Source: an optimization exercise on an open RTL-to-GDS flow (aim: small area and a short achievable clock period). Production flows keep margins and buffers that such runs may drop. Function was checked by simulation only, so behaviour that the tests miss may differ from the original. Power is estimated from default activity; no workload was simulated.

==> flow/design.v (excerpt) <==
module fu_top #(
  parameter int unsigned DIV_STAGE_BITS = 2
) (
  input  logic             clk_i,
  input  logic             rst_n_i,
  input  logic             ops_valid_i,
  input  logic             pea_ready_i,
  input  fu_pkg::data_t    a_i,
  input  fu_pkg::data_t    b_i,
  input  fu_pkg::fu_op_e   instr_i,
  input  fu_pkg::acc_len_t acc_len_i,
  output logic             valid_o,
  output logic             acc_loopback_o,
  output fu_pkg::data_t    res_o,
  output fu_pkg::data_t    rem_q_o
);
Size: roughly 10,000 cells after synthesis, about 440 flip-flops, roughly 150 I/O pins, about 0.069 sq mm of cells after synthesis.
export LEC_CHECK = 0
export ABC_AREA = 1
export CAP_MARGIN = 20
export CORE_MARGIN = 2
export CORE_UTILIZATION = 40
export PLACE_DENSITY = 0.6
export SLEW_MARGIN = 20
create_clock -name core_clock -period 13.0 [get_ports {clk_i}]
run.sh (not shown) runs the stock make flow with config.mk's settings and CLKGATE_MAP_FILE= SYNTH_SCRIPT=/design/flow/synth_recipe.tcl, a recipe that flattens the netlist after the stock synthesis.
Edit:
Settings changed: PLACE_DENSITY 0.6 to 0.7.
Outcome: Final area came out lower slightly; area after synthesis is unchanged; worst hold slack gets worse by 54 ps; synthesized cell count does not change; via count barely changes; sequential share of layout area came out higher by 0.13 points; sequential power stays flat; non-clock buffer count came out lower by 124; die area stays the same; setup slack gets worse by 120 ps; fmax came out lower slightly.
Edit:
Settings changed: PLACE_DENSITY 0.7 to 0.75.
=>
- The new run produced a clean layout
- core utilization drops by 0.61 points
- synthesized area does not change
- cell count shrinks by 0.85%
- clock skew decreases by 40 ps
- register-to-register slack gets better by 160 ps
- worst setup slack gets better by 88 ps
- cell area decreases by 1.3%
- sequential cell count stays the same
- global-route usage drops by 1.8 points

---

== run 1 ==
fu_top, a different RTL version from the one above (not shown whole).
Size: roughly 440 flip-flops, ~150 I/O pins, about 0.069 mm^2 of cells after synthesis.
==> flow/config.mk <==
export PLATFORM = sky130hd
export DESIGN_NAME = fu_top
export DESIGN_NICKNAME = fu_top
export VERILOG_FILES = /design/flow/design.v
export SDC_FILE = /design/flow/constraint.sdc
export NUM_CORES = 4
export LEC_CHECK = 0
export ABC_AREA = 1
export CAP_MARGIN = 20
export CORE_MARGIN = 2
export CORE_UTILIZATION = 65
export PLACE_DENSITY = 0.8
export SETUP_SLACK_MARGIN = 1.5
export SLEW_MARGIN = 20
==> flow/constraint.sdc <==
create_clock -name core_clock -period 13.0 [get_ports {clk_i}]
set_input_delay 2.6000 -clock core_clock [delete_from_list [all_inputs] [get_ports {clk_i}]]
set_output_delay 2.6000 -clock core_clock [all_outputs]
set_load 0.01 [all_outputs]
Status: run 1 FAILED at global routing (tool error)
Input-level comparison between run 2 and run 1:
# run 1
export LEC_CHECK = 0
export ABC_AREA = 1
export CAP_MARGIN = 20
export CORE_MARGIN = 2
export CORE_UTILIZATION = 65
export PLACE_DENSITY = 0.8
export SETUP_SLACK_MARGIN = 1.5
export SLEW_MARGIN = 20
create_clock -name core_clock -period 13.0 [get_ports {clk_i}]
# run 2
export LEC_CHECK = 0
export ABC_AREA = 1
export CAP_MARGIN = 5
export CORE_MARGIN = 2
export CORE_UTILIZATION = 50
export GPL_TIMING_DRIVEN = 0
export PLACE_DENSITY = 0.65
export SLEW_MARGIN = 5
create_clock -name core_clock -period 13.0 [get_ports {clk_i}]
### Flow results
Run 1 -> run 2: count of input and output buffers decreased by a little under 10%. On async set-or-reset flop fraction in the synthesized netlist, run 1 tracks run 2 almost exactly. Diff run 1 -> run 2: synthesized instance count has remained practically unchanged, placement row count has increased, number of resized instances in the post-cts repair step has decreased, floorplan die height has increased. The flow completed for run 2, but it is not clean: the layout still shows setup timing. Run 1 did not finish; a tool error ended it in global routing.
Input changes introduced in run 3 (baseline for comparison: run 2):
# run 2
export LEC_CHECK = 0
export ABC_AREA = 1
export CAP_MARGIN = 5
export CORE_MARGIN = 2
export CORE_UTILIZATION = 50
export GPL_TIMING_DRIVEN = 0
export PLACE_DENSITY = 0.65
export SLEW_MARGIN = 5
create_clock -name core_clock -period 13.0 [get_ports {clk_i}]
# run 3
export LEC_CHECK = 0
export ABC_AREA = 1
export CAP_MARGIN = 20
export CORE_MARGIN = 2
export CORE_UTILIZATION = 40
export PLACE_DENSITY = 0.6
export SETUP_SLACK_MARGIN = 2.0
export SLEW_MARGIN = 20
create_clock -name core_clock -period 13.0 [get_ports {clk_i}]
Results
Run 3 was carried through to the last stage, and its layout satisfied the timing, DRC and antenna checks. Status: routed wire length parity (run 3, run 2). Clock transition at the registers of the reported paths of run 2 is on par with run 3. Comparing run 3 with run 2, the via count came out essentially unchanged. Summary of run 3 over run 2: worst-margin pin slew down 220 ps, met1 track utilization from global routing down 9.2 points, worst-case setup margin in the final layout up 870 ps, sequential group share of total power down 0.2 points. Number of setup violations in the final report is higher on run 2. Going from run 2 to run 3, post-route total power rose by 1.7%; layout overhead on the synthesized area rose by 11 points.
Input-level comparison between run 4 and run 3:
# run 3
export LEC_CHECK = 0
export ABC_AREA = 1
export CAP_MARGIN = 20
export CORE_MARGIN = 2
export CORE_UTILIZATION = 40
export PLACE_DENSITY = 0.6
export SETUP_SLACK_MARGIN = 2.0
export SLEW_MARGIN = 20
create_clock -name core_clock -period 13.0 [get_ports {clk_i}]
# run 4
export LEC_CHECK = 0
export ABC_AREA = 1
export CAP_MARGIN = 20
export CORE_MARGIN = 2
export CORE_UTILIZATION = 40
export PLACE_DENSITY = 0.6
export SLEW_MARGIN = 20
create_clock -name core_clock -period 13.0 [get_ports {clk_i}]
- Diff run 3 -> run 4: global-route usage over all layers decreased 1.3 points; non-clock buffer count decreased 353; number of buffers inserted to repair setup after CTS decreased 156.
- Total wirelength of the detailed-routed design: run 4 < run 3
- Taking run 3 as the reference point, the combinational cell fraction of total power of run 4 falls by 1.0 points.
- Of the two values seen for cell type of the slowest stage on the worst timing path, edfxtp_1 was produced by run 3 and clkdlybuf4s50_1 by run 4.
- Changes observed in run 4 relative to run 3: power dropped about 7%; final critical delay including setup and external delays higher.

==> afterwards: timing with drivers on the ports <==
The results above use ideal ports. As a check the final layouts listed here were re-extracted and re-timed, cells and wires unchanged. Step 1, drivers: a clkbuf_16 drives clk_i and a buf_2 each remaining input, both assumed. Step 2 times the ports against the registers' clock, not the clock port: input delays grow and output delays shrink by t, the midpoint of the rising clock arrivals with the driver on. a / b / c = ideal / step 1 / step 2; a / b = the first two.
run	t, ns	setup WS [ns]	latest minus earliest clock arrival (ns)
the first run of note 1	0.724	0.316 / 0.291 / 0.065	0.043 / 0.043
the second run of note 1	0.703	0.192 / 0.167 / 0.167	0.092 / 0.092
the third run of note 1	0.696	0.280 / 0.243 / 0.216	0.056 / 0.057
run 2	0.695	-0.036 / -0.067 / -0.067	0.043 / 0.042
run 3	0.700	0.835 / 0.756 / 0.551	0.061 / 0.061
run 4	0.706	0.236 / 0.204 / 0.204	0.052 / 0.051
For run 3, which loses most, drivers alone change the setup slack by -0.079 ns; drivers and shift together by -0.284 ns.
